This is an optimization exercise on Yosys and OpenROAD, whose aim is small area and a short achievable clock period, not a production implementation.
The RTL was checked by simulation tests, not by an equivalence proof against the original design.
Power figures rest on the tool's default switching activity, not on a simulated workload.

==> design/flow/design.v <==
package instr_mem_pkg;
    localparam int              DEF_INSTR_WIDTH = 19;
    localparam int              DEF_DEPTH       = 128;
    localparam logic [18:0]     DEF_NOP_WORD    = 19'h0_0000;
endpackage
import instr_mem_pkg::*;
module instr_mem_array #(
    parameter int INSTR_WIDTH = DEF_INSTR_WIDTH,
    parameter int DEPTH       = DEF_DEPTH,
    parameter int AW          = $clog2(DEPTH),
    parameter int NB          = 4,
    parameter int NC          = 4
) (
    input  logic                        clk,
    input  logic                        wr_en,
    input  logic [AW-1:0]               wr_addr,
    input  logic [INSTR_WIDTH-1:0]      wr_dat,
    input  logic [NC*DEPTH/NB-1:0]      rd_line,
    output logic [NB*INSTR_WIDTH-1:0]   rd_bank
);
    localparam int BD = DEPTH / NB;
    logic [INSTR_WIDTH-1:0] mem_q [DEPTH];
    always_ff @(posedge clk) begin
        if (wr_en) begin
            mem_q[wr_addr] <= wr_dat;
        end
    end
    always_comb begin
        for (int b = 0; b < NB; b++) begin
            rd_bank[b*INSTR_WIDTH +: INSTR_WIDTH] = '0;
            for (int i = 0; i < BD; i++) begin
                rd_bank[b*INSTR_WIDTH +: INSTR_WIDTH] = rd_bank[b*INSTR_WIDTH +: INSTR_WIDTH]
                    | (mem_q[b*BD+i] & {INSTR_WIDTH{rd_line[(b % NC)*BD+i]}});
            end
        end
    end
endmodule
import instr_mem_pkg::*;
module instr_fetch_mem #(
    parameter int                     INSTR_WIDTH = DEF_INSTR_WIDTH,
    parameter int                     DEPTH       = DEF_DEPTH,
    parameter int                     PC_WIDTH    = 32,
    parameter int                     WAIT_STATES = 1,
    parameter logic [INSTR_WIDTH-1:0] NOP_WORD    = INSTR_WIDTH'(DEF_NOP_WORD),
    localparam int                    AW          = $clog2(DEPTH)
) (
    input  logic                   CLK,
    input  logic                   RESET,
    input  logic [PC_WIDTH-1:0]    PC,
    input  logic                   READ,
    output logic [INSTR_WIDTH-1:0] INSTRUCTION,
    output logic                   VALID,
    output logic                   BUSYWAIT,
    output logic                   FAULT,
    input  logic                   LOAD_EN,
    input  logic [AW-1:0]          LOAD_ADDR,
    input  logic [INSTR_WIDTH-1:0] LOAD_DATA
);
    localparam int NB  = 4;                   
    localparam int NC  = 4;                   
    localparam int BD  = DEPTH / NB;          
    localparam int BW  = $clog2(BD);          
    localparam int NBW = $clog2(NB);
    logic                      busy_q;     
    logic                      first_q;    
    logic [AW-1:0]             pc_q;       
    logic                      oor_q;      
    logic                      oor2_q;     
    logic [NC*BD-1:0]          line_q;     
    logic [NB-1:0]             bank_q;     
    logic [NB-1:0]             bank2_q;    
    logic [NB*INSTR_WIDTH-1:0] cand_q;     
    logic                      byp_q;      
    logic [INSTR_WIDTH-1:0]    byp_dat_q;
    logic [INSTR_WIDTH-1:0]    instr_q;
    logic                      valid_q;
    logic                      fault_q;
    logic [NB*INSTR_WIDTH-1:0] rd_bank;
    logic [INSTR_WIDTH-1:0]    rd_dat;
    logic                      pc_oor;
    logic                      wr_en;
    logic                      accept;
    logic                      done;
    assign accept = READ && !busy_q;
    assign done   = busy_q && !first_q;
    assign wr_en  = LOAD_EN && !RESET;
    assign pc_oor = (PC >= PC_WIDTH'(DEPTH));
    instr_mem_array #(
        .INSTR_WIDTH (INSTR_WIDTH),
        .DEPTH       (DEPTH),
        .AW          (AW),
        .NB          (NB),
        .NC          (NC)
    ) u_array (
        .clk     (CLK),
        .wr_en   (wr_en),
        .wr_addr (LOAD_ADDR),
        .wr_dat  (LOAD_DATA),
        .rd_line (line_q),
        .rd_bank (rd_bank)
    );
    always_ff @(posedge CLK) begin
        pc_q   <= PC[AW-1:0];
        oor_q  <= pc_oor;
        oor2_q <= oor_q;
        for (int c = 0; c < NC; c++) begin
            for (int i = 0; i < BD; i++) begin
                line_q[c*BD+i] <= !pc_oor && (PC[BW-1:0] == BW'(i))
                                  && ((PC[AW-1:BW] % NC) == c);
            end
        end
        for (int b = 0; b < NB; b++) begin
            bank_q[b] <= !pc_oor && (PC[AW-1:BW] == NBW'(b));
        end
        bank2_q   <= bank_q;
        cand_q    <= rd_bank;
        byp_q     <= wr_en && !oor_q && (LOAD_ADDR == pc_q);
        byp_dat_q <= LOAD_DATA;
    end
    always_comb begin
        rd_dat = '0;
        for (int b = 0; b < NB; b++) begin
            rd_dat = rd_dat | (cand_q[b*INSTR_WIDTH +: INSTR_WIDTH]
                               & {INSTR_WIDTH{(NC == NB) || bank2_q[b]}});
        end
        if (byp_q) rd_dat = byp_dat_q;
    end
    always_ff @(posedge CLK) begin
        if (RESET) begin
            busy_q  <= 1'b0;
            first_q <= 1'b0;
            valid_q <= 1'b0;
            fault_q <= 1'b0;
            instr_q <= NOP_WORD;
        end else begin
            busy_q  <= accept || first_q;
            first_q <= accept;
            valid_q <= done;
            if (done) begin
                instr_q <= rd_dat;
                fault_q <= fault_q || oor2_q;
            end
        end
    end
    assign INSTRUCTION = instr_q;
    assign VALID       = valid_q;
    assign BUSYWAIT    = busy_q;
    assign FAULT       = fault_q;
endmodule
==> design/flow/run.sh <==
#!/bin/bash
# synth_recipe.tcl (not shown) runs the flow's synth.tcl, then flattens the netlist and writes it again
# the make line also repeats each setting of config.mk as NAME=value (left out here)
make -C /OpenROAD-flow-scripts/flow DESIGN_CONFIG=/design/flow/config.mk WORK_HOME=/design/flow/orfs CLKGATE_MAP_FILE= SYNTH_SCRIPT=/design/flow/synth_recipe.tcl finish
==> design/flow/config.mk <==
export PLATFORM = sky130hd
export DESIGN_NAME = instr_fetch_mem
export DESIGN_NICKNAME = instr_fetch_mem
export VERILOG_FILES = /design/flow/design.v
export SDC_FILE = /design/flow/constraint.sdc
export NUM_CORES = 4
export LEC_CHECK = 0
export CAP_MARGIN = 20
export CORE_MARGIN = 2
export CORE_UTILIZATION = 70
export CTS_CLUSTER_DIAMETER = 60
export CTS_CLUSTER_SIZE = 30
export PLACE_DENSITY = 0.8
export SETUP_SLACK_MARGIN = 2.3
export SLEW_MARGIN = 20
==> design/flow/constraint.sdc <==
create_clock -name core_clock -period 4.5 [get_ports {CLK}]
set_input_delay 0.9000 -clock core_clock [delete_from_list [all_inputs] [get_ports {CLK}]]
set_output_delay 0.9000 -clock core_clock [all_outputs]
set_load 0.01 [all_outputs]
==> metrics.md, run 1 <==
| Metric | Value |
|---|---|
| Status | `finished clean` |
| Share of layout cells above drive strength 1 | `0.166` |
| Via count | `just under 60,000` |
| Fin crit period | `between 2000 and 2500 ps` |
| Largest net degree at the start of global routing | `between 100 and 150` |
| CP endpoint kind | `primary output` |
| Starting Density | `0.703` |
| Async set-reset flop share out of synthesis | `0` |
| Fin area | `roughly 110,000 µm²` |
| Avg Cell Area, Syn | `18.4 µm²` |
| Synth warn | `2` |
| Routed vias/inst | `around 8.1` |
| Detailed Routing Iterations Pass 1 | `9` |
| Metal3 WL | `57.1 mm` |
| Crit path DAT | `approximately 1400 ps` |
| # nets final | `about 5,400` |
| CP delay by family, top | `flip-flops` |
| CP startpoint kind | `register` |
| Max-slew violation count | `0` |
| Routed length on met1 | `between 90 and 100 mm` |
| CTS tree | `yes` |
| Met2 WL post-DR | `around 130 mm` |
| Final Setup Violations | `0` |
| Relative slew slack | `0.199` |
| First-pass GRT wire length | `approximately 420 mm` |
| Grt total ovfl | `0` |
| Worst skew pair latency | `around 840 ps` |
| DRC Markers | `0` |
| Pwr Density | `just over 400 nW/µm²` |
| Clock slew at reported path FFs | `100 ps` |
| Die Y-Extent | `between 300 and 400 µm` |
| Mapped Nets | `about 5,000` |
| Ys flop type | `edfxtp_1` |
| Initial antenna violation count | `44` |
| Die width | `369 µm` |
| Longest Clk Path Bufs | `3` |
| CTS Sinks | `about 2,700` |
| Routability cong. | `~1` |
| Area Growth Syn to Fin | `12.6%` |
| Final Skew | `38.2 ps` |
| Area post-placement | `approximately 98,000 µm²` |
| CTS root buffer | `clkbuf_16` |
| Register area share after synthesis | `0.836` |
| Overall routed net length | `between 300 and 400 mm` |
| Max FO, Critical Path | `2` |
| CP max-delay cell | `dfxtp_4` |
| Synthesis-stage register bit count | `between 2,000 and 3,000` |
| Synth cell types | `31` |
| Setup TNS | `0 ps` |
| Period utilization | `0.507` |
| Num CTS Buffers | `140` |
| Critical path buffers and inverters | `1` |
| Min-Delay Path Class | `reg2reg` |
| Fmax | `between 400 and 500 MHz` |
| Reg2reg setup slack | `2220 ps` |
| Row count | `~130` |
| Critical path class | `reg2out` |
| Port Buf Inserts | `83` |
| CP max stage delay | `between 400 and 500 ps` |
| Top Layer Used | `met5` |
| Vias in the first global route | `about 54,000` |
| HPWL after DPL | `between 150 and 200 mm` |
| CTS H-tree lvls | `4` |
| Slew @ Worst Pin | `about 1200 ps` |
| Post-DRT Antenna Nets | `0` |
| Pleak | `32.5 nW` |
| Die area | `136,000 µm²` |
| WL/cell | `42.7 µm` |
| Core box area | `about 130,000 µm²` |
| Total Routing Usage GR | `0.453` |
| I/O pin count | `84` |
| Syn Std Cell Area | `93,500 µm²` |
| Required @ worst endpoint | `about 3600 ps` |
| Maximum VDD drop | `roughly 460 µV` |
| Violation count after the first detailed-route iteration | `about 14,000` |
| Gate Count Post-Synth | `between 5,000 and 6,000` |
| RSZ-0062 raised after global routing | `true` |
| Number of enable flip-flop cells after synthesis | `between 2,000 and 2,500` |
| Max_cap viols | `0` |
| Cells along the critical path | `buf_6` |
| Final Hold Viols | `0` |
-- cells in the mapped netlist, types with 2 or more instances --
| library cell | instances | area, µm² |
|---|---|---|
| nand3b_1 | 5 | 37.5 |
| or4_1 | 95 | 713 |
| clkbuf_1 | 240 | 901 |
| nor2b_1 | 14 | 87.6 |
| edfxtp_1 | 2432 | 73000 |
| buf_1 | 64 | 240 |
| a21oi_1 | 20 | 100 |
| nor2_1 | 136 | 510 |
| o211ai_1 | 19 | 143 |
| dfxtp_1 | 256 | 5120 |
| nor4b_1 | 8 | 70.1 |
| or3b_2 | 6 | 52.6 |
| nand2_1 | 42 | 158 |
| nor3b_1 | 6 | 45.0 |
| nor4_1 | 36 | 225 |
| xnor2_1 | 7 | 61.3 |
| and3b_1 | 3 | 26.3 |
| nor3_1 | 91 | 455 |
| nand2b_1 | 21 | 131 |
| a22oi_1 | 1216 | 9130 |
| or3b_1 | 2 | 17.5 |
| nand3_1 | 23 | 115 |
| buf_2 | 7 | 35.0 |
| nand4_1 | 322 | 2010 |
-- per-stage QoR --
stage | cells | hold slack [ps] | utilization | worst slack (ps) | power (mW)
after CTS | 7233 | 371 | 0.789 | 2210 | 43.0
final | 7260 | 375 | 0.792 | 2220 | 43.3
after floorplan | 5078 | 332 | - | 1540 | 27.9
after global routing | 7249 | 381 | 0.792 | 2200 | 43.9
after global placement | 6881 | 360 | 0.739 | 647 | 28.5
after detailed placement | 6881 | 358 | 0.739 | 591 | 28.5
-- final timing paths --
| kind | endpoint | start | depth (start not counted) |
|---|---|---|---|
| worst max-delay path | INSTRUCTION[10] | instr_q[10]$_SDFFE_PP0P_ | 1 |
| worst min-delay path | oor2_q$_DFF_P_ | oor_q$_DFF_P_ | 0 |
| worst max register to register | cand_q[3]$_DFF_P_ | line_q[27]$_DFF_P_ | 3 |
| worst min register to register | oor2_q$_DFF_P_ | oor_q$_DFF_P_ | 0 |
-- cells in the final DEF, fill, tap and decap left out, drive strengths merged, types with 3 or more instances in the layout --
cell / Yosys / routed
edfxtp: 2432 / 2432
a22oi: 1216 / 1216
buf: 71 / 419
nand4: 322 / 322
dfxtp: 256 / 256
clkbuf: 240 / 159
nor2: 136 / 136
or4: 95 / 95
nor3: 92 / 92
inv: 1 / 45
nand2: 42 / 42
clkinv: 0 / 41
nor4: 37 / 37
clkdlybuf4s50: 0 / 29
nand3: 23 / 24
nand2b: 21 / 21
a21oi: 20 / 20
o211ai: 19 / 19
nor2b: 14 / 14
diode: 0 / 13
bufinv: 0 / 9
or3b: 8 / 8
nor4b: 8 / 8
xnor2: 7 / 7
nor3b: 6 / 6
nand3b: 5 / 5
and3b: 3 / 3
clkinvlp: 0 / 3
dlymetal6s2s: 0 / 3
dlygate4sd2: 0 / 3
-- kinds of logic after synthesis --
kind of cell | synth area share
buffers and inverters | 0.0126
AOI/OAI and AO/OA | 0.100
and+or+nand+nor | 0.0504
xor gates and xnor gates | 0.000656
DFF | 0.836
-- timing repair --
item                                     CTS  global route
pin swaps                                 58            15
cloned                                     2             3
setup buffers                            100            10
gates resized for setup                  254            50
hold buffers                               0             0
endpoints found under the setup margin  2620          1560
-- flip-flops by register name, summed over array words and instances, names as in the netlist --
| signal | flops |
|---|---|
| busy_q | 1 |
| oor2_q | 1 |
| byp_dat_q | 19 |
| oor_q | 1 |
| valid_q | 1 |
| fault_q | 1 |
| cand_q | 76 |
| u_array.mem_q | 2432 |
| pc_q | 7 |
| byp_q | 1 |
| first_q | 1 |
| line_q | 128 |
| instr_q | 19 |
-- power breakdown --
group / total (mW) / switching (mW) / internal (mW)
clock: 15.2 / 8.40 / 6.84
combinational: 0.793 / 0.655 / 0.137
sequential: 27.2 / 0.0223 / 27.2
-- area by class of cell --
class                      instances  area [µm²]
clock buffer                     153        3680
inverter                           1        3.75
timing repair buffer             461        4730
fill                            6601       27700
sequential                      2688       78200
clock inverter                    97        1200
tap                             1768        2210
multi-input combinational       2079       15200
antenna                           13        32.5
-- per-layer routing --
metal,GRT usage,vias to the layer above
met4,0.253,66
met3,0.171,1256
met1,0.604,28473
li1,-,21770
met2,0.650,6918
met5,0,-
==> run 2, diff against run 1 <==
--- a/design/flow/design.v
+++ b/design/flow/design.v
@@ -57,7 +57,7 @@
     input  logic [INSTR_WIDTH-1:0] LOAD_DATA
 );
     localparam int NB  = 4;                   
-    localparam int NC  = 4;                   
+    localparam int NC  = 2;                   
     localparam int BD  = DEPTH / NB;          
     localparam int BW  = $clog2(BD);          
     localparam int NBW = $clog2(NB);
@@ -105,8 +105,8 @@
         oor2_q <= oor_q;
         for (int c = 0; c < NC; c++) begin
             for (int i = 0; i < BD; i++) begin
-                line_q[c*BD+i] <= !pc_oor && (PC[BW-1:0] == BW'(i))
-                                  && ((PC[AW-1:BW] % NC) == c);
+                line_q[c*BD+i] <= (PC[BW-1:0] == BW'(i)) && ((PC[AW-1:BW] % NC) == c)
+                                  && ((NC < NB) || !pc_oor);
             end
         end
         for (int b = 0; b < NB; b++) begin
--- a/design/flow/config.mk
+++ b/design/flow/config.mk
@@ -11,5 +11,5 @@
 export CTS_CLUSTER_DIAMETER = 60
 export CTS_CLUSTER_SIZE = 30
 export PLACE_DENSITY = 0.8
-export SETUP_SLACK_MARGIN = 2.3
+export SETUP_SLACK_MARGIN = 2.4
 export SLEW_MARGIN = 20
==> metrics.md, run 2 <==
| Metric | Value |
|---|---|
| I/O pin count | `84 (unchanged)` |
| CP startpoint kind | `register (unchanged)` |
| Clock slew at reported path FFs | `90 ps (was 100 ps)` |
| Critical path class | `reg2out (unchanged)` |
| Dominant cell type by area after synthesis | `edfxtp_1 (unchanged)` |
| Routability cong. | `0.937 (was 1.00)` |
| HPWL after DPL | `161 mm (was 177 mm)` |
| Starting Density | `0.707 (was 0.703)` |
| Top-count cell post-synth | `edfxtp_1 (unchanged)` |
| Fillcell total | `6,169 (was 6,601)` |
| Most frequent cells in the layout | `2,432 x edfxtp_1, 1,201 x a22oi_1, 312 x nand4_1, 149 x clkbuf_16, 136 x buf_4 (was 2,432 x edfxtp_1, 1,194 x a22oi_1, 322 x nand4_1, 288 x buf_4, 215 x dfxtp_1)` |
| Max FO, Critical Path | `2 (unchanged)` |
| Initial antenna violation count | `34 (was 44)` |
| Fin crit period | `2270 ps (was 2280 ps)` |
| Pwr Density | `414 nW/µm² (was 411 nW/µm²)` |
| Num CTS Buffers | `136 (was 140)` |
| First-pass GRT wire length | `409 mm (was 421 mm)` |
| WL/cell | `43.0 µm (was 42.7 µm)` |
| Finished Layout Cells | `7,000 (was 7,260)` |
| Async set-reset flop share out of synthesis | `0 (unchanged)` |
| Synthesis-stage register bit count | `2,632 (was 2,688)` |
| Cells along the critical path | `buf_6 (unchanged)` |
| Row count | `132 (was 134)` |
| Required @ worst endpoint | `3600 ps (about the same)` |
| Total Routing Usage GR | `0.443 (was 0.453)` |
| Maximum VDD drop | `441 µV (was 461 µV)` |
| Final Util | `0.797 (was 0.792)` |
| Max-slew violation count | `0 (unchanged)` |
| Core box area | `130,000 µm² (was 133,000 µm²)` |
| Port Buf Inserts | `83 (unchanged)` |
| Post-DRT Antenna Nets | `0 (unchanged)` |
| Worst skew pair latency | `850 ps (was 840 ps)` |
| CTS root buffer | `clkbuf_16 (unchanged)` |
| Die Y-Extent | `366 µm (was 369 µm)` |
| Hold WS | `444 ps (was 375 ps)` |
| CP max stage delay | `420 ps (was 430 ps)` |
| Max_cap viols | `0 (unchanged)` |
| Ys flop type | `edfxtp_1 (unchanged)` |
| Longest Clk Path Bufs | `3 (unchanged)` |
| Fmax | `440 MHz (was 438 MHz)` |
| CP delay by family, top | `flip-flops (unchanged)` |
| Cells after DPL | `6,668 (was 6,881)` |
| Grt total ovfl | `0 (unchanged)` |
| Relative slew slack | `0.208 (was 0.199)` |
| Status | `finished clean (unchanged)` |
| Area Growth Syn to Fin | `12.7% (was 12.6%)` |
| Final Skew | `40.8 ps (was 38.2 ps)` |
| Synth area leaders | `edfxtp_1 80%, a22oi_1 10%, dfxtp_1 4.4%, nand4_1 2.1%, clkbuf_1 0.89% (was edfxtp_1 78%, a22oi_1 9.8%, dfxtp_1 5.5%, nand4_1 2.2%, clkbuf_1 0.96%)` |
| Final Hold Viols | `0 (unchanged)` |
| Slew @ Worst Pin | `1190 ps (was 1200 ps)` |
| Fin area | `103,000 µm² (was 105,000 µm²)` |
| Synth top area share | `0.795 (was 0.781)` |
| Largest net degree at the start of global routing | `130 (unchanged)` |
| Overall routed net length | `301 mm (was 310 mm)` |
| Number of enable flip-flop cells after synthesis | `2,432 (unchanged)` |
| Violation count after the first detailed-route iteration | `14,439 (was 13,985)` |
| CP max-delay cell | `dfxtp_4 (unchanged)` |
| Vias in the first global route | `54,241 (was 54,213)` |
| Pleak | `31.5 nW (was 32.5 nW)` |
| Register with the highest flop count | `u_array.mem_q (unchanged)` |
| Die width | `366 µm (was 369 µm)` |
| Die area | `134,000 µm² (was 136,000 µm²)` |
| Via count | `57,321 (was 58,483)` |
| Gate Count Post-Synth | `4,913 (was 5,078)` |
| Syn Std Cell Area | `91,800 µm² (was 93,500 µm²)` |
| Synth warn | `2 (unchanged)` |
| Mapped Nets | `4,975 (was 5,140)` |
| Top flop regs | `u_array.mem_q (2432), cand_q (76), line_q (64) (was u_array.mem_q (2432), line_q (128), cand_q (76))` |
| Min-Delay Path Class | `in2reg (was reg2reg)` |
| Detailed Routing Iterations Pass 1 | `12 (was 9)` |
| Avg Cell Area, Syn | `18.7 µm² (was 18.4 µm²)` |
| Largest register FFs | `2,432 (unchanged)` |
| Crit path DAT | `1370 ps (was 1380 ps)` |
| Final Setup Violations | `0 (unchanged)` |
| Most common cell after layout, fill and taps aside | `edfxtp_1 (unchanged)` |
| CTS Sinks | `2,632 (was 2,688)` |
| RSZ-0062 raised after global routing | `true (unchanged)` |
| DRC Markers | `0 (unchanged)` |
| CTS hold repair buffers | `0 (unchanged)` |
| CTS tree | `yes (unchanged)` |
| CP endpoint kind | `primary output (unchanged)` |
| Synth cell types | `32 (was 31)` |
| Area post-placement | `96,500 µm² (was 98,200 µm²)` |
| Most frequent cells after synthesis | `2,432 x edfxtp_1, 1,254 x a22oi_1, 312 x nand4_1 (was 2,432 x edfxtp_1, 1,216 x a22oi_1, 322 x nand4_1)` |
| Register area share after synthesis | `0.839 (was 0.836)` |
| CTS H-tree lvls | `4 (unchanged)` |
| Setup TNS | `0 ps (unchanged)` |
| Critical path buffers and inverters | `1 (unchanged)` |
| Routed vias/inst | `8.19 (was 8.06)` |
| Period utilization | `0.505 (was 0.507)` |
| # nets final | `5,204 (was 5,433)` |
| Share of layout cells above drive strength 1 | `0.173 (was 0.166)` |
## run 2: changes by cell type in the layout (fill, tap and decap cells not counted), sizes merged, moves of 19 or more
cell    before   now
nor3        92     3
buf        419   347
nor2       136   200
dfxtp      256   200
a22oi     1216  1254
nor4        37     7
nand2       42    20
a21oi       20     1
a32o         0    19
o211ai      19     0
or4         95    76
## run 2: what timing repair did
item / in CTS / in global routing
pin swaps: 45 / 27
cloned: 3 / 2
endpoints found under the setup margin: 2504 / 2055
gates resized for setup: 338 / 114
buffers inserted: 56 / 17
## run 2: power by group
part / internal [mW] / switching (mW) / leakage [nW]
combinational: 0.279 / 0.960 / 5.73
sequential: 26.8 / 0.0993 / 23.5
clock: 6.53 / 8.12 / 2.28
## run 2: final timing paths
kind	startpoint	end	slack, ps	depth (start not counted)
worst min-delay path	LOAD_ADDR[2]	byp_q$_DFF_P_	440	4
worst min register to register	first_q$_SDFF_PP0_	busy_q$_SDFF_PP0_	470	1
worst max register to register	line_q[14]$_DFF_P_	cand_q[50]$_DFF_P_	2270	4
worst max-delay path	instr_q[0]$_SDFFE_PP0P_	INSTRUCTION[0]	2230	1
## run 2: logic make-up after synthesis
logic type	count (synthesis)	synth area share
compound gates	1275	0.105
simple gates	700	0.0431
buf+inv	299	0.0126
flops	2632	0.839
xor+xnor	7	0.000668
## run 2: through the flow
stage / total power [mW] / setup slack [ps]
3_3_place_gp: 28.5 / 520
6_report: 42.8 / 2230
5_1_grt: 43.4 / 2240
2_1_floorplan: 27.7 / 1660
3_5_place_dp: 28.5 / 449
4_1_cts: 42.5 / 2220
## run 2: worst register-to-register path, cell delays in order (launching register included)
cell,delay [ps]
dfxtp_4,500
buf_4,350
a22oi_1,260
nand4_1,280
or4_1,650
## run 2: metal layers
layer | wire length, µm | global-route usage | vias to the layer above
met2 | 129000 | 0.627 | 7342
met3 | 61900 | 0.196 | 1406
met1 | 89800 | 0.588 | 27553
li1 | - | - | 20980
met4 | 19700 | 0.229 | 40
met5 | 295 | 0 | -
## run 2: final cells by class
type	instances	area (µm²)	area share
Clock buffer	154	3710	0.0359
Antenna cell	8	20.0	0.000193
Clock inverter	92	972	0.00939
Tap cell	1742	2180	0.0211
Sequential cell	2632	77200	0.746
Inverter	2	7.51	0.0000725
Timing Repair Buffer	388	4460	0.0431
Multi-Input combinational cell	1982	14900	0.144
==> run 3, diff against run 2 <==
--- a/design/flow/config.mk
+++ b/design/flow/config.mk
@@ -8,8 +8,8 @@
 export CAP_MARGIN = 20
 export CORE_MARGIN = 2
 export CORE_UTILIZATION = 70
-export CTS_CLUSTER_DIAMETER = 60
-export CTS_CLUSTER_SIZE = 30
+export CTS_CLUSTER_DIAMETER = 100
+export CTS_CLUSTER_SIZE = 25
 export PLACE_DENSITY = 0.8
 export SETUP_SLACK_MARGIN = 2.4
 export SLEW_MARGIN = 20
==> metrics.md, run 3 <==
| Metric | Value |
|---|---|
| Slew @ Worst Pin | `1190 ps (about the same)` |
| Status | `finished clean (unchanged)` |
| CP delay by family, top | `flip-flops (unchanged)` |
| Period utilization | `0.496 (was 0.505)` |
| Required @ worst endpoint | `3600 ps (about the same)` |
| Sequential Power Share | `0.665 (was 0.629)` |
| # nets final | `5,192 (was 5,204)` |
| Met3 Use GR | `0.190 (was 0.196)` |
| RSZ-0062 raised after global routing | `true (unchanged)` |
| Synth warn | `2 (unchanged)` |
| Min-Delay Path Class | `reg2reg (was in2reg)` |
| Max-slew violation count | `0 (unchanged)` |
| Largest net degree at the start of global routing | `130 (unchanged)` |
| Die Y-Extent | `366 µm (unchanged)` |
| Violation count after the first detailed-route iteration | `14,438 (was 14,439)` |
| First-pass GRT wire length | `405 mm (was 409 mm)` |
| Clock slew at reported path FFs | `100 ps (was 90 ps)` |
| CTS tree | `yes (unchanged)` |
| Synth cell types | `32 (unchanged)` |
| CTS H-tree lvls | `3 (was 4)` |
| GRT Max-Usage Layer | `met2 (unchanged)` |
| Final Hold Viols | `0 (unchanged)` |
| Clock Power Share | `0.304 (was 0.342)` |
| Top flop regs | `u_array.mem_q (2432), cand_q (76), line_q (64) (unchanged)` |
| Fin crit period | `2230 ps (was 2270 ps)` |
| Dominant cell type by area after synthesis | `edfxtp_1 (unchanged)` |
| Pwr Density | `396 nW/µm² (was 414 nW/µm²)` |
| Synth area leaders | `edfxtp_1 80%, a22oi_1 10%, dfxtp_1 4.4%, nand4_1 2.1%, clkbuf_1 0.89% (unchanged)` |
| Avg Cell Area, Syn | `18.7 µm² (unchanged)` |
| Power Internal | `32.2 mW (was 33.6 mW)` |
| Largest register FFs | `2,432 (unchanged)` |
| Relative slew slack | `0.209 (was 0.208)` |
| Via count | `56,986 (was 57,321)` |
| Gate Count Post-Synth | `4,913 (unchanged)` |
| Pleak | `30.9 nW (was 31.5 nW)` |
| Sw Pwr | `8.25 mW (was 9.18 mW)` |
| Area Growth Syn to Fin | `11.3% (was 12.7%)` |
| Worst skew pair latency | `800 ps (was 850 ps)` |
| Die area | `134,000 µm² (unchanged)` |
| Most frequent cells after synthesis | `2,432 x edfxtp_1, 1,254 x a22oi_1, 312 x nand4_1 (unchanged)` |
| HPWL after DPL | `161 mm (unchanged)` |
| CP startpoint kind | `register (unchanged)` |
| Fmax | `448 MHz (was 440 MHz)` |
| Detailed Routing Iterations Pass 1 | `10 (was 12)` |
| Register with the highest flop count | `u_array.mem_q (unchanged)` |
| Starting Density | `0.707 (unchanged)` |
| Max FO, Critical Path | `2 (unchanged)` |
| Ys flop type | `edfxtp_1 (unchanged)` |
| Final Setup Violations | `0 (unchanged)` |
| Routability cong. | `0.937 (unchanged)` |
| Most common cell after layout, fill and taps aside | `edfxtp_1 (unchanged)` |
| WL/cell | `42.7 µm (was 43.0 µm)` |
| Vias in the first global route | `53,834 (was 54,241)` |
| I/O pin count | `84 (unchanged)` |
| CP endpoint kind | `primary output (unchanged)` |
| CTS root buffer | `clkbuf_16 (unchanged)` |
| DRC Markers | `0 (unchanged)` |
| Grt met2 use | `0.622 (was 0.627)` |
| Num CTS Buffers | `115 (was 136)` |
| Finished Layout Cells | `6,986 (was 7,000)` |
| Die width | `366 µm (unchanged)` |
| Critical path buffers and inverters | `1 (unchanged)` |
| Total power | `40.4 mW (was 42.8 mW)` |
| Synth top area share | `0.795 (unchanged)` |
| Cells along the critical path | `buf_6 (unchanged)` |
| Gate power share | `0.031 (was 0.029)` |
| Setup TNS | `0 ps (unchanged)` |
| CP max stage delay | `410 ps (was 420 ps)` |
| Share of layout cells above drive strength 1 | `0.153 (was 0.173)` |
| Critical path class | `reg2out (unchanged)` |
| Longest Clk Path Bufs | `3 (unchanged)` |
| Met1 Usage GRT | `0.586 (was 0.588)` |
| Total Routing Usage GR | `0.438 (was 0.443)` |
| Post-DRT Antenna Nets | `0 (unchanged)` |
| Row count | `132 (unchanged)` |
| Routed vias/inst | `8.16 (was 8.19)` |
| Final Skew | `33.7 ps (was 40.8 ps)` |
| Switching Share | `0.204 (was 0.215)` |
| Async set-reset flop share out of synthesis | `0 (unchanged)` |
| CP max-delay cell | `dfxtp_4 (unchanged)` |
| CTS hold repair buffers | `0 (unchanged)` |
| Top-count cell post-synth | `edfxtp_1 (unchanged)` |
| Mapped Nets | `4,975 (unchanged)` |
| Most frequent cells in the layout | `2,432 x edfxtp_1, 1,203 x a22oi_1, 312 x nand4_1, 165 x buf_4, 126 x clkbuf_16 (was 2,432 x edfxtp_1, 1,201 x a22oi_1, 312 x nand4_1, 149 x clkbuf_16, 136 x buf_4)` |
| Synthesis-stage register bit count | `2,632 (unchanged)` |
| Initial antenna violation count | `24 (was 34)` |
| Cells after DPL | `6,668 (unchanged)` |
| CTS Sinks | `2,632 (unchanged)` |
| Overall routed net length | `299 mm (was 301 mm)` |
| Register area share after synthesis | `0.839 (unchanged)` |
| Core box area | `130,000 µm² (unchanged)` |
| Grt total ovfl | `0 (unchanged)` |
| Max_cap viols | `0 (unchanged)` |
| Maximum VDD drop | `446 µV (was 441 µV)` |
| Port Buf Inserts | `83 (unchanged)` |
| Number of enable flip-flop cells after synthesis | `2,432 (unchanged)` |
| Hold WS | `477 ps (was 444 ps)` |
| Crit path DAT | `1330 ps (was 1370 ps)` |
| Syn Std Cell Area | `91,800 µm² (unchanged)` |
-- run 3: power groups by stage --
stage	registers, mW	clock network (mW)	logic [mW]
2_1_floorplan	27.4	0	0.324
3_3_place_gp	27.4	0	1.05
3_5_place_dp	27.5	0	1.08
4_1_cts	26.9	12.1	1.12
5_1_grt	26.9	12.9	1.23
6_report	26.9	12.3	1.24
-- run 3: kinds of logic (layout without fill, tap and decap cells) --
group	Yosys count	count (layout)	share of synthesized area
DFF	2632	2632	0.839
AOI/OAI and AO/OA	1275	1275	0.105
other	0	12	0
and+or+nand+nor	700	700	0.0431
xor gates and xnor gates	7	7	0.000668
buffers and inverters	299	618	0.0126
-- run 3: what timing repair did --
item | CTS | global route
endpoints found under the setup margin | 2503 | 1533
gates cloned | 4 | 5
setup buffers | 55 | 23
gates resized for setup | 319 | 115
pin swaps | 45 | 27
-- run 3: final cells by class --
type | instances | area (µm²)
Inverter | 2 | 7.51
Antenna cell | 12 | 30.0
Fill cell | 6355 | 27600
Sequential cell | 2632 | 77200
Clock inverter | 1 | 20.0
Multi-Input combinational cell | 1982 | 14900
Tap cell | 1742 | 2180
Timing Repair Buffer | 397 | 4470
Clock buffer | 218 | 3390
-- run 3: per-stage QoR --
step	utilization	cell area (µm²)	setup WS [ps]
after floorplan	-	92800	1660
after global placement	0.744	96500	520
after detailed placement	0.744	96500	449
after CTS	0.781	101000	2260
after global routing	0.787	102000	2280
final	0.787	102000	2270
-- run 3: final timing paths --
kind | start | endpoint | slack (ps) | depth (start not counted)
worst max register to register | line_q[26]$_DFF_P_ | cand_q[43]$_DFF_P_ | 2300 | 4
worst min-delay path | fault_q$_SDFFE_PP0P_ | fault_q$_SDFFE_PP0P_ | 480 | 2
worst max-delay path | instr_q[0]$_SDFFE_PP0P_ | INSTRUCTION[0] | 2270 | 1
worst min register to register | fault_q$_SDFFE_PP0P_ | fault_q$_SDFFE_PP0P_ | 480 | 2
-- run 3: per-layer routing --
metal  vias to the layer above  share of wire
met5                         -        0.00089
met4                        32          0.064
met3                      1352           0.20
met2                      7204           0.43
met1                     27467           0.30
li1                      20931              -
==> run 4, diff against run 3 <==
--- a/design/flow/config.mk
+++ b/design/flow/config.mk
@@ -7,7 +7,7 @@
 export LEC_CHECK = 0
 export CAP_MARGIN = 20
 export CORE_MARGIN = 2
-export CORE_UTILIZATION = 70
+export CORE_UTILIZATION = 65
 export CTS_CLUSTER_DIAMETER = 100
 export CTS_CLUSTER_SIZE = 25
 export PLACE_DENSITY = 0.8
==> metrics.md, run 4 <==
| Metric | Value |
|---|---|
| Async set-reset flop share out of synthesis | `0 (unchanged)` |
| DRC Markers | `0 (unchanged)` |
| Mapped Nets | `4,975 (unchanged)` |
| Dominant cell type by area after synthesis | `edfxtp_1 (unchanged)` |
| Port Buf Inserts | `83 (unchanged)` |
| Power Internal | `32.1 mW (was 32.2 mW)` |
| Synth warn | `2 (unchanged)` |
| First-pass GRT wire length | `411 mm (was 405 mm)` |
| RR Endpoint | `cand_q[18]$_DFF_P_ (was cand_q[43]$_DFF_P_)` |
| Clock Power Share | `0.303 (was 0.304)` |
| Reg2reg setup slack | `2250 ps (was 2300 ps)` |
| Sw Pwr | `8.38 mW (was 8.25 mW)` |
| Violation count after the first detailed-route iteration | `14,105 (was 14,438)` |
| Most frequent cells after synthesis | `2,432 x edfxtp_1, 1,254 x a22oi_1, 312 x nand4_1 (unchanged)` |
| Area Growth Syn to Fin | `11.7% (was 11.3%)` |
| Most common cell after layout, fill and taps aside | `edfxtp_1 (unchanged)` |
| Min-Delay Path Class | `reg2reg (unchanged)` |
| Area post-placement | `96,700 µm² (was 96,500 µm²)` |
| Synth top area share | `0.795 (unchanged)` |
| Register with the highest flop count | `u_array.mem_q (unchanged)` |
| RSZ-0062 raised after global routing | `true (unchanged)` |
| Grt total ovfl | `0 (unchanged)` |
| Setup TNS | `0 ps (unchanged)` |
| Register area share after synthesis | `0.839 (unchanged)` |
| CP max stage delay | `430 ps (was 410 ps)` |
| Worst Hold Path Cells | `0 (was 2)` |
| CP max-delay cell | `dfxtp_4 (unchanged)` |
| Gate Count Post-Synth | `4,913 (unchanged)` |
| CP delay by family, top | `flip-flops (unchanged)` |
| Die area | `144,000 µm² (was 134,000 µm²)` |
| Required @ worst endpoint | `3600 ps (about the same)` |
| Post-DRT Antenna Nets | `0 (unchanged)` |
| Starting Density | `0.656 (was 0.707)` |
| Final Skew | `45.2 ps (was 33.7 ps)` |
| Max-slew violation count | `0 (unchanged)` |
| Slew @ Worst Pin | `1220 ps (was 1190 ps)` |
| Initial antenna violation count | `25 (was 24)` |
| Status | `finished clean (unchanged)` |
| Vias in the first global route | `52,688 (was 53,834)` |
| WL/cell | `42.6 µm (was 42.7 µm)` |
| CP startpoint kind | `register (unchanged)` |
| Ys flop type | `edfxtp_1 (unchanged)` |
| Final Hold Viols | `0 (unchanged)` |
| Share of layout cells above drive strength 1 | `0.162 (was 0.153)` |
| Detailed Routing Iterations Pass 1 | `9 (was 10)` |
| Pleak | `31.0 nW (was 30.9 nW)` |
| Critical path buffers and inverters | `1 (unchanged)` |
| CTS Sinks | `2,632 (unchanged)` |
| Switching Share | `0.207 (was 0.204)` |
| Cells after DPL | `6,810 (was 6,668)` |
| Via count | `57,079 (was 56,986)` |
| Worst hold path endpoint | `bank2_q[3]$_DFF_P_ (was fault_q$_SDFFE_PP0P_)` |
| Final Setup Violations | `0 (unchanged)` |
| Core box area | `140,000 µm² (was 130,000 µm²)` |
| Fin crit period | `2260 ps (was 2230 ps)` |
| Largest register FFs | `2,432 (unchanged)` |
| Top flop regs | `u_array.mem_q (2432), cand_q (76), line_q (64) (unchanged)` |
| Pwr Density | `394 nW/µm² (was 396 nW/µm²)` |
| Crit path DAT | `1360 ps (was 1330 ps)` |
| CTS root buffer | `clkbuf_16 (unchanged)` |
| Top Layer Used | `met5 (unchanged)` |
| Period utilization | `0.502 (was 0.496)` |
| Met2 WL post-DR | `130 mm (was 128 mm)` |
| Synth area leaders | `edfxtp_1 80%, a22oi_1 10%, dfxtp_1 4.4%, nand4_1 2.1%, clkbuf_1 0.89% (unchanged)` |
| Overall routed net length | `304 mm (was 299 mm)` |
| Longest Clk Path Bufs | `3 (unchanged)` |
| Most frequent cells in the layout | `2,432 x edfxtp_1, 1,171 x a22oi_1, 312 x nand4_1, 177 x buf_4, 126 x buf_6 (was 2,432 x edfxtp_1, 1,203 x a22oi_1, 312 x nand4_1, 165 x buf_4, 126 x clkbuf_16)` |
| Critical path class | `reg2out (unchanged)` |
| Reg2Reg Depth | `4 (unchanged)` |
| CTS tree | `yes (unchanged)` |
| CTS H-tree lvls | `3 (unchanged)` |
| Fin area | `103,000 µm² (was 102,000 µm²)` |
| Avg Cell Area, Syn | `18.7 µm² (unchanged)` |
| # nets final | `5,209 (was 5,192)` |
| Num CTS Buffers | `115 (unchanged)` |
| Largest net degree at the start of global routing | `104 (was 130)` |
| HPWL after DPL | `174 mm (was 161 mm)` |
| Total Routing Usage GR | `0.412 (was 0.438)` |
| I/O pin count | `84 (unchanged)` |
| Row count | `137 (was 132)` |
| Synth cell types | `32 (unchanged)` |
| Finished Layout Cells | `7,138 (was 6,986)` |
| Metal3 WL | `60.1 mm (was 60.7 mm)` |
| Clock slew at reported path FFs | `100 ps (about the same)` |
| Sequential Power Share | `0.666 (was 0.665)` |
| Synthesis-stage register bit count | `2,632 (unchanged)` |
| Routability cong. | `0.944 (was 0.937)` |
| Gate power share | `0.032 (was 0.031)` |
| Routed length on met1 | `92.3 mm (was 90.3 mm)` |
| Hold_sp | `bank_q[3]$_DFF_P_ (was fault_q$_SDFFE_PP0P_)` |
| Die width | `380 µm (was 366 µm)` |
| Final Util | `0.734 (was 0.787)` |
| Relative slew slack | `0.187 (was 0.209)` |
| Maximum VDD drop | `404 µV (was 446 µV)` |
| Fmax | `443 MHz (was 448 MHz)` |
| Cells along the critical path | `buf_6 (unchanged)` |
| Worst skew pair latency | `810 ps (was 800 ps)` |
| Max_cap viols | `0 (unchanged)` |
| Max FO, Critical Path | `2 (unchanged)` |
| Syn Std Cell Area | `91,800 µm² (unchanged)` |
| Worst reg2reg path startpoint | `line_q[10]$_DFF_P_ (was line_q[26]$_DFF_P_)` |
| Routed vias/inst | `8.00 (was 8.16)` |
| Number of enable flip-flop cells after synthesis | `2,432 (unchanged)` |
| Top-count cell post-synth | `edfxtp_1 (unchanged)` |
| CP endpoint kind | `primary output (unchanged)` |
| Die Y-Extent | `380 µm (was 366 µm)` |
| Fillcell total | `7,748 (was 6,355)` |
==> run 4: cell counts after synthesis <==
No cell type changed its count.
==> run 4: kinds of logic (layout without fill, tap and decap cells) <==
group / count (synthesis) / in the layout / share of synthesized area
XOR/XNOR: 7 / 7 / 0.000668
AO/OA/AOI/OAI: 1275 / 1275 / 0.105
other: 0 / 13 / 0
buffers and inverters: 299 / 635 / 0.0126
AND/OR/NAND/NOR: 700 / 700 / 0.0431
flip-flops: 2632 / 2632 / 0.839
==> run 4: worst max-delay path by stage <==
| stage | to | slack (ps) | start | cells past startpoint |
|---|---|---|---|---|
| floorplan | u_array.mem_q[124][0]$_DFFE_PP_ | 1660 | LOAD_ADDR[0] | 5 |
| global placement | u_array.mem_q[12][17]$_DFFE_PP_ | 560 | LOAD_ADDR[2] | 6 |
| detailed placement | u_array.mem_q[12][11]$_DFFE_PP_ | 520 | LOAD_ADDR[1] | 6 |
| CTS | INSTRUCTION[13] | 2240 | instr_q[13]$_SDFFE_PP0P_ | 1 |
| global route | INSTRUCTION[8] | 2240 | instr_q[8]$_SDFFE_PP0P_ | 1 |
| finish | INSTRUCTION[8] | 2240 | instr_q[8]$_SDFFE_PP0P_ | 1 |
==> run 4: power groups by stage <==
stage | logic (mW) | registers, mW | clock network, mW
floorplan | 0.324 | 27.4 | 0
global placement | 1.10 | 27.5 | 0
detailed placement | 1.14 | 27.5 | 0
CTS | 1.17 | 26.9 | 12.0
global route | 1.27 | 26.9 | 12.9
finish | 1.29 | 26.9 | 12.2
==> run 4: final cells by class <==
class | instances | area [µm²] | share of cell area
sequential | 2632 | 77200 | 0.753
multi-input combinational | 1982 | 15100 | 0.147
timing repair buffer | 414 | 4550 | 0.0444
clock buffer | 212 | 3280 | 0.0320
tap | 1876 | 2350 | 0.0229
clock inverter | 7 | 83.8 | 0.000817
antenna | 13 | 32.5 | 0.000317
inverter | 2 | 7.51 | 0.0000732
==> run 4: metrics by stage <==
stage / power (mW) / worst slack [ps] / hold slack (ps)
finish: 40.4 / 2240 / 332
global route: 41.0 / 2240 / 339
CTS: 40.1 / 2240 / 332
detailed placement: 28.6 / 521 / 319
global placement: 28.6 / 558 / 313
floorplan: 27.7 / 1660 / 310
==> run 4: what timing repair did <==
action | 4_1_cts | 5_1_grt
setup buffers | 72 | 21
pin swaps | 52 | 36
endpoints found under the setup margin | 2524 | 1260
gates cloned | 3 | 0
hold buffers | 0 | 0
gates resized for setup | 321 | 124
==> run 4: metal layers <==
layer,GRT usage,up-vias
met4,0.212,20
li1,-,20955
met2,0.594,7170
met5,0.0106,-
met3,0.172,1297
met1,0.542,27637

port drivers added, routing unchanged:
The results above use ideal ports. As a check the final layouts listed here were re-extracted and re-timed, cells and wires unchanged.
Step 1: set_driving_cell puts a clkbuf_16 on CLK and a buf_2 on each other input, an assumption about the parent block.
Step 2 times the ports against the registers' clock, not the clock port: input delays grow and output delays shrink by t, the midpoint of the rising clock arrivals with the driver on.
Slacks: ideal / step 1 / step 2; pairs: ideal / step 1.
run	t, ns	setup slack, ns	worst hold slack (ns)	worst setup path after step 2	worst slew at a driven data input, ns
run 1	0.904	2.218 / 2.132 / 1.359	0.375 / 0.375 / 0.375	input to register	0.19
run 2	0.911	2.227 / 2.143 / 1.405	0.444 / 0.463 / 0.473	input to register	0.20
run 3	0.870	2.266 / 2.183 / 1.386	0.477 / 0.430 / 0.477	input to register	0.19
run 4	0.868	2.240 / 2.163 / 1.466	0.332 / 0.332 / 0.332	input to register	0.11
After both steps setup and hold are still met in every run listed. The setup slack of run 3, which loses most, moves by -0.083 ns with the drivers and by -0.880 ns with both steps.
